Source: an optimization exercise on an open RTL-to-GDS flow (aim: small area and a short achievable clock period). Production flows keep margins and buffers that such runs may drop. The RTL was checked by simulation tests, not by an equivalence proof against the original design. Power figures rest on the tool's default switching activity, not on a simulated workload.

==> flow/design.v <==
module data_mem_responder (
    input  logic        Clock,
    input  logic        ResetN,
    input  logic        MemRead,
    input  logic        MemWrite,
    input  logic [15:0] Address,
    input  logic [15:0] WriteData,
    output logic [15:0] ReadData,
    output logic        Ready,
    output logic        Error,
    output logic [1:0]  fsm_state
);
    localparam int NGRP = 8;             
    localparam int GW   = 256 / NGRP;    
    logic w1, w2, o0, o1, oe;
    logic [15:0] roww;                   
    logic acc;
    logic [15:0] row, col;               
    logic [15:0] wdata;
    logic        rd_ok, wr_ok, err_l;
    assign acc = !(w1 || w2 || o1) && (MemRead || MemWrite);
    always_ff @(posedge Clock or negedge ResetN) begin
        if (!ResetN) begin
            w1    <= 1'b0;
            w2    <= 1'b0;
            o0    <= 1'b0;
            o1    <= 1'b0;
            oe    <= 1'b0;
            roww  <= '0;
        end else begin
            w1    <= acc;
            w2    <= w1;
            o0    <= acc || w1;
            o1    <= w2;
            oe    <= w2 && err_l;
            roww  <= row & {16{w2 && wr_ok}};
        end
    end
    assign fsm_state = {o1, o0};
    assign Ready     = o1;
    assign Error     = oe;
    logic req_err;
    assign req_err = (MemRead & MemWrite) | Address[0] | (|Address[15:9]);
    always_ff @(posedge Clock) begin
        if (acc) begin
            row   <= 16'(1) << Address[8:5];
            col   <= 16'(1) << Address[4:1];
            wdata <= WriteData;
            err_l <= req_err;
            rd_ok <= MemRead & !req_err;
            wr_ok <= MemWrite & !req_err;
        end
    end
    logic [255:0] sel, we, nwe;
    logic [15:0]  rn [128];              
    for (genvar w = 0; w < 256; w++) begin : g_sel
        assign sel[w] = row[w / 16] & col[w % 16];      
        assign we[w]  = roww[w / 16] & col[w % 16];     
        assign nwe[w] = !(roww[w / 16] & col[w % 16]);
    end
    for (genvar p = 0; p < 128; p++) begin : g_pair
        dmr_word_pair u_pair (
            .Clock(Clock), .sel(sel[2 * p +: 2]), .we(we[2 * p +: 2]), .nwe(nwe[2 * p +: 2]),
            .wd(wdata),
            .rn(rn[p])
        );
    end
    localparam int GP = GW / 2;          
    logic [15:0] part_n [NGRP];
    for (genvar g = 0; g < NGRP; g++) begin : g_grp
        for (genvar b = 0; b < 16; b++) begin : g_bit
            logic [GP-1:0] terms;
            for (genvar k = 0; k < GP; k++) begin : g_term
                assign terms[k] = rn[g * GP + k][b];
            end
            always_ff @(posedge Clock) part_n[g][b] <= &terms;
        end
    end
    logic [15:0] rd_or;
    always_comb begin
        rd_or = '0;
        for (int g = 0; g < NGRP; g++) rd_or = rd_or | ~part_n[g];
    end
    always_ff @(posedge Clock) ReadData <= rd_or & {16{rd_ok}};
endmodule
module dmr_word_pair (
    input  logic        Clock,
    input  logic [1:0]  sel,
    input  logic [1:0]  we,
    input  logic [1:0]  nwe,
    input  logic [15:0] wd,
    output logic [15:0] rn
);
    logic [15:0] q0, q1;
    always_ff @(posedge Clock) begin
        q0 <= (q0 & {16{nwe[0]}}) | (wd & {16{we[0]}});
        q1 <= (q1 & {16{nwe[1]}}) | (wd & {16{we[1]}});
    end
    assign rn = ~((q0 & {16{sel[0]}}) | (q1 & {16{sel[1]}}));
endmodule
clock: 5.0 ns
lec_check: 0
cap_margin: 20
core_margin: 2
core_utilization: 65
cts_buf_list: sky130_fd_sc_hd__clkbuf_16
cts_cluster_diameter: 80
cts_cluster_size: 28
place_density: 0.75
setup_slack_margin: 2.55
slew_margin: 20
synth_hierarchical: 1
synth_minimum_keep_size: 0
run.sh (not shown) runs the stock make flow with config.mk's settings and CLKGATE_MAP_FILE= SYNTH_SCRIPT=/design/flow/synth_recipe.tcl, a recipe that flattens the netlist after the stock synthesis.
Then changed:
--- a/flow/design.v
+++ b/flow/design.v
@@ -14,6 +14,7 @@
     localparam int GW   = 256 / NGRP;    
     logic w1, w2, o0, o1, oe;
     logic [15:0] roww;                   
+    logic [15:0] wd_g;                   
     logic acc;
     logic [15:0] row, col;               
     logic [15:0] wdata;
@@ -27,6 +28,7 @@
             o1    <= 1'b0;
             oe    <= 1'b0;
             roww  <= '0;
+            wd_g  <= '0;
         end else begin
             w1    <= acc;
             w2    <= w1;
@@ -34,6 +36,7 @@
             o1    <= w2;
             oe    <= w2 && err_l;
             roww  <= row & {16{w2 && wr_ok}};
+            wd_g  <= wdata & {16{w2 && wr_ok}};
         end
     end
     assign fsm_state = {o1, o0};
@@ -51,17 +54,15 @@
             wr_ok <= MemWrite & !req_err;
         end
     end
-    logic [255:0] sel, we, nwe;
+    logic [255:0] sel, nwe;
     logic [15:0]  rn [128];              
     for (genvar w = 0; w < 256; w++) begin : g_sel
-        assign sel[w] = row[w / 16] & col[w % 16];      
-        assign we[w]  = roww[w / 16] & col[w % 16];     
+        assign sel[w] = row[w / 16] & col[w % 16];
         assign nwe[w] = !(roww[w / 16] & col[w % 16]);
     end
     for (genvar p = 0; p < 128; p++) begin : g_pair
         dmr_word_pair u_pair (
-            .Clock(Clock), .sel(sel[2 * p +: 2]), .we(we[2 * p +: 2]), .nwe(nwe[2 * p +: 2]),
-            .wd(wdata),
+            .Clock(Clock), .sel(sel[2 * p +: 2]), .nwe(nwe[2 * p +: 2]), .wd(wd_g),
             .rn(rn[p])
         );
     end
@@ -86,15 +87,14 @@
 module dmr_word_pair (
     input  logic        Clock,
     input  logic [1:0]  sel,
-    input  logic [1:0]  we,
     input  logic [1:0]  nwe,
     input  logic [15:0] wd,
     output logic [15:0] rn
 );
     logic [15:0] q0, q1;
     always_ff @(posedge Clock) begin
-        q0 <= (q0 & {16{nwe[0]}}) | (wd & {16{we[0]}});
-        q1 <= (q1 & {16{nwe[1]}}) | (wd & {16{we[1]}});
+        q0 <= (q0 & {16{nwe[0]}}) | (wd & {16{sel[0]}});
+        q1 <= (q1 & {16{nwe[1]}}) | (wd & {16{sel[1]}});
     end
     assign rn = ~((q0 & {16{sel[0]}}) | (q1 & {16{sel[1]}}));
 endmodule
What happened: The new run produced a clean layout; setup slack gains 0.018 ns; final area climbs by 0.59%; total power climbs by 6.2%; via count drops by 1.3%; cell count drops by 1.8%; register-to-register slack loses 0.03 ns.


== main ==
data_mem_responder, a different RTL version from the one above (not shown whole).
Size: ~13000 cells after synthesis, about 56 I/O pins, roughly 160000 sq um of cells after synthesis.
==> module data_mem_responder, before the edit <==
module data_mem_responder (
    input  logic        Clock,
    input  logic        ResetN,
    input  logic        MemRead,
    input  logic        MemWrite,
    input  logic [15:0] Address,
    input  logic [15:0] WriteData,
    output logic [15:0] ReadData,
    output logic        Ready,
    output logic        Error,
    output logic [1:0]  fsm_state
);
    localparam int NGRP = 8;             
    localparam int GW   = 256 / NGRP;    
    logic w1, w2, o0, o1, oe;
    logic [15:0] roww;                   
    logic [15:0] wd_g;                   
    logic acc;
    logic [15:0] row, col;               
    logic [15:0] wdata;
    logic        rd_ok, wr_ok, err_l;
    assign acc = !(w1 || w2 || o1) && (MemRead || MemWrite);
    always_ff @(posedge Clock or negedge ResetN) begin
        if (!ResetN) begin
            w1    <= 1'b0;
            w2    <= 1'b0;
            o0    <= 1'b0;
            o1    <= 1'b0;
            oe    <= 1'b0;
            roww  <= '0;
            wd_g  <= '0;
        end else begin
            w1    <= acc;
            w2    <= w1;
            o0    <= acc || w1;
            o1    <= w2;
            oe    <= w2 && err_l;
            roww  <= row & {16{w2 && wr_ok}};
            wd_g  <= wdata & {16{w2 && wr_ok}};
        end
    end
    assign fsm_state = {o1, o0};
    assign Ready     = o1;
    assign Error     = oe;
    logic req_err;
    assign req_err = (MemRead & MemWrite) | Address[0] | (|Address[15:9]);
    always_ff @(posedge Clock) begin
        if (acc) begin
            row   <= 16'(1) << Address[8:5];
            col   <= 16'(1) << Address[4:1];
            wdata <= WriteData;
            err_l <= req_err;
            rd_ok <= MemRead & !req_err;
            wr_ok <= MemWrite & !req_err;
        end
    end
    logic [255:0] sel, nwe;
    logic [15:0]  rn [128];              
    for (genvar w = 0; w < 256; w++) begin : g_sel
        assign sel[w] = row[w / 16] & col[w % 16];
        assign nwe[w] = !(roww[w / 16] & col[w % 16]);
    end
    for (genvar p = 0; p < 128; p++) begin : g_pair
        dmr_word_pair u_pair (
            .Clock(Clock), .sel(sel[2 * p +: 2]), .nwe(nwe[2 * p +: 2]), .wd(wd_g),
            .rn(rn[p])
        );
    end
    localparam int GP = GW / 2;          
    logic [15:0] part [NGRP];
    for (genvar g = 0; g < NGRP; g++) begin : g_grp
        for (genvar b = 0; b < 16; b++) begin : g_bit
            logic [GP-1:0] terms;
            for (genvar k = 0; k < GP; k++) begin : g_term
                assign terms[k] = rn[g * GP + k][b];
            end
            always_ff @(posedge Clock) part[g][b] <= !(&terms);
        end
    end
    logic [15:0] rd_or;
    always_comb begin
        rd_or = '0;
        for (int g = 0; g < NGRP; g++) rd_or = rd_or | part[g];
    end
    always_ff @(posedge Clock) ReadData <= rd_or & {16{rd_ok}};
endmodule
==> module dmr_word_pair, before the edit <==
module dmr_word_pair (
    input  logic        Clock,
    input  logic [1:0]  sel,
    input  logic [1:0]  nwe,
    input  logic [15:0] wd,
    output logic [15:0] rn
);
    logic [15:0] q0, q1;
    always_ff @(posedge Clock) begin
        q0 <= (q0 & {16{nwe[0]}}) | (wd & {16{sel[0]}});
        q1 <= (q1 & {16{nwe[1]}}) | (wd & {16{sel[1]}});
    end
    assign rn = ~((q0 & {16{sel[0]}}) | (q1 & {16{sel[1]}}));
endmodule
clock: 5.0 ns
lec_check: 0
cap_margin: 20
core_margin: 2
core_utilization: 65
cts_buf_list: sky130_fd_sc_hd__clkbuf_16
cts_cluster_diameter: 80
cts_cluster_size: 28
place_density: 0.75
setup_slack_margin: 2.55
slew_margin: 20
synth_hierarchical: 1
synth_minimum_keep_size: 0
The inputs of the feature branch differ from those of main as listed below.
diff --git a/flow/design.v b/flow/design.v
--- a/flow/design.v
+++ b/flow/design.v
@@ -11,13 +11,12 @@
     output logic [1:0]  fsm_state
 );
     localparam int NGRP = 8;             
     localparam int GW   = 256 / NGRP;    
     logic w1, w2, o0, o1, oe;
     logic [15:0] roww;                   
-    logic [15:0] wd_g;                   
     logic acc;
     logic [15:0] row, col;               
     logic [15:0] wdata;
     logic        rd_ok, wr_ok, err_l;
     assign acc = !(w1 || w2 || o1) && (MemRead || MemWrite);
     always_ff @(posedge Clock or negedge ResetN) begin
@@ -25,21 +24,19 @@
             w1    <= 1'b0;
             w2    <= 1'b0;
             o0    <= 1'b0;
             o1    <= 1'b0;
             oe    <= 1'b0;
             roww  <= '0;
-            wd_g  <= '0;
         end else begin
             w1    <= acc;
             w2    <= w1;
             o0    <= acc || w1;
             o1    <= w2;
             oe    <= w2 && err_l;
             roww  <= row & {16{w2 && wr_ok}};
-            wd_g  <= wdata & {16{w2 && wr_ok}};
         end
     end
     assign fsm_state = {o1, o0};
     assign Ready     = o1;
     assign Error     = oe;
     logic req_err;
@@ -51,21 +48,23 @@
             wdata <= WriteData;
             err_l <= req_err;
             rd_ok <= MemRead & !req_err;
             wr_ok <= MemWrite & !req_err;
         end
     end
-    logic [255:0] sel, nwe;
+    logic [255:0] sel, we, nwe;
     logic [15:0]  rn [128];              
     for (genvar w = 0; w < 256; w++) begin : g_sel
-        assign sel[w] = row[w / 16] & col[w % 16];
+        assign sel[w] = row[w / 16] & col[w % 16];      
+        assign we[w]  = roww[w / 16] & col[w % 16];     
         assign nwe[w] = !(roww[w / 16] & col[w % 16]);
     end
     for (genvar p = 0; p < 128; p++) begin : g_pair
         dmr_word_pair u_pair (
-            .Clock(Clock), .sel(sel[2 * p +: 2]), .nwe(nwe[2 * p +: 2]), .wd(wd_g),
+            .Clock(Clock), .sel(sel[2 * p +: 2]), .we(we[2 * p +: 2]), .nwe(nwe[2 * p +: 2]),
+            .wd(wdata),
             .rn(rn[p])
         );
     end
     localparam int GP = GW / 2;          
     logic [15:0] part [NGRP];
     for (genvar g = 0; g < NGRP; g++) begin : g_grp
@@ -84,17 +83,18 @@
     end
     always_ff @(posedge Clock) ReadData <= rd_or & {16{rd_ok}};
 endmodule
 module dmr_word_pair (
     input  logic        Clock,
     input  logic [1:0]  sel,
+    input  logic [1:0]  we,
     input  logic [1:0]  nwe,
     input  logic [15:0] wd,
     output logic [15:0] rn
 );
     logic [15:0] q0, q1;
     always_ff @(posedge Clock) begin
-        q0 <= (q0 & {16{nwe[0]}}) | (wd & {16{sel[0]}});
-        q1 <= (q1 & {16{nwe[1]}}) | (wd & {16{sel[1]}});
+        q0 <= (q0 & {16{nwe[0]}}) | (wd & {16{we[0]}});
+        q1 <= (q1 & {16{nwe[1]}}) | (wd & {16{we[1]}});
     end
     assign rn = ~((q0 & {16{sel[0]}}) | (q1 & {16{sel[1]}}));
 endmodule
Notes after the runs:
- Re routed length on met2: main and the feature branch aren't equal, and the higher value belongs to the feature branch.
- Changes observed in the feature branch relative to main: non-clock buffer count now sits lower, post-detailed-route wirelength per cell now sits higher, wire length after detailed routing now sits higher.
- Total power delta for the feature branch relative to main: about 5.5% lower
- Area: the feature branch vs main -> the feature branch smaller
- Summary — floorplan row count, the feature branch relative to main: higher, by 1.1%.
- Re sequential cell count: main was higher than the feature branch.
- Of the feature branch and main, it is the feature branch that has the higher die area.
- In the feature branch, global-route usage is higher than in main.
- Of the feature branch and main, it is the feature branch that has the higher cell count.
- Diff main and the feature branch: final clock period utilization by the worst path higher in the feature branch

## port drivers added, routing unchanged
Ports are ideal in the flow. The routed layouts listed here were re-timed in OpenROAD. Step 1 sets driving cells, clkbuf_16 on the clock port and buf_2 on the other inputs (assumed; they add their load-dependent delay and slew). Step 2 adds t to the input delays and takes it off the output delays; t is the mean of the earliest and latest rising clock arrival at the registers after step 1. Input paths then give back, and output paths get back, about the clock's delay inside the block. a / b / c = ideal / step 1 / step 2; a / b = the first two.
run	shift t [ns]	setup slack, ns	worst data-port slew with drivers (ns)	pins driven straight from the clock port
the first run of note 1	0.970	2.433 / 2.346 / 1.772	0.22	1
the second run of note 1	0.972	2.451 / 2.440 / 1.951	0.21	1
main	0.978	2.450 / 2.439 / 1.873	0.17	1
the feature branch	0.980	2.396 / 2.345 / 1.785	0.11	1
After both steps every run listed still meets setup and hold. The setup slack of the first run of note 1, which loses most, moves by -0.087 ns with the drivers and by -0.661 ns with both steps.
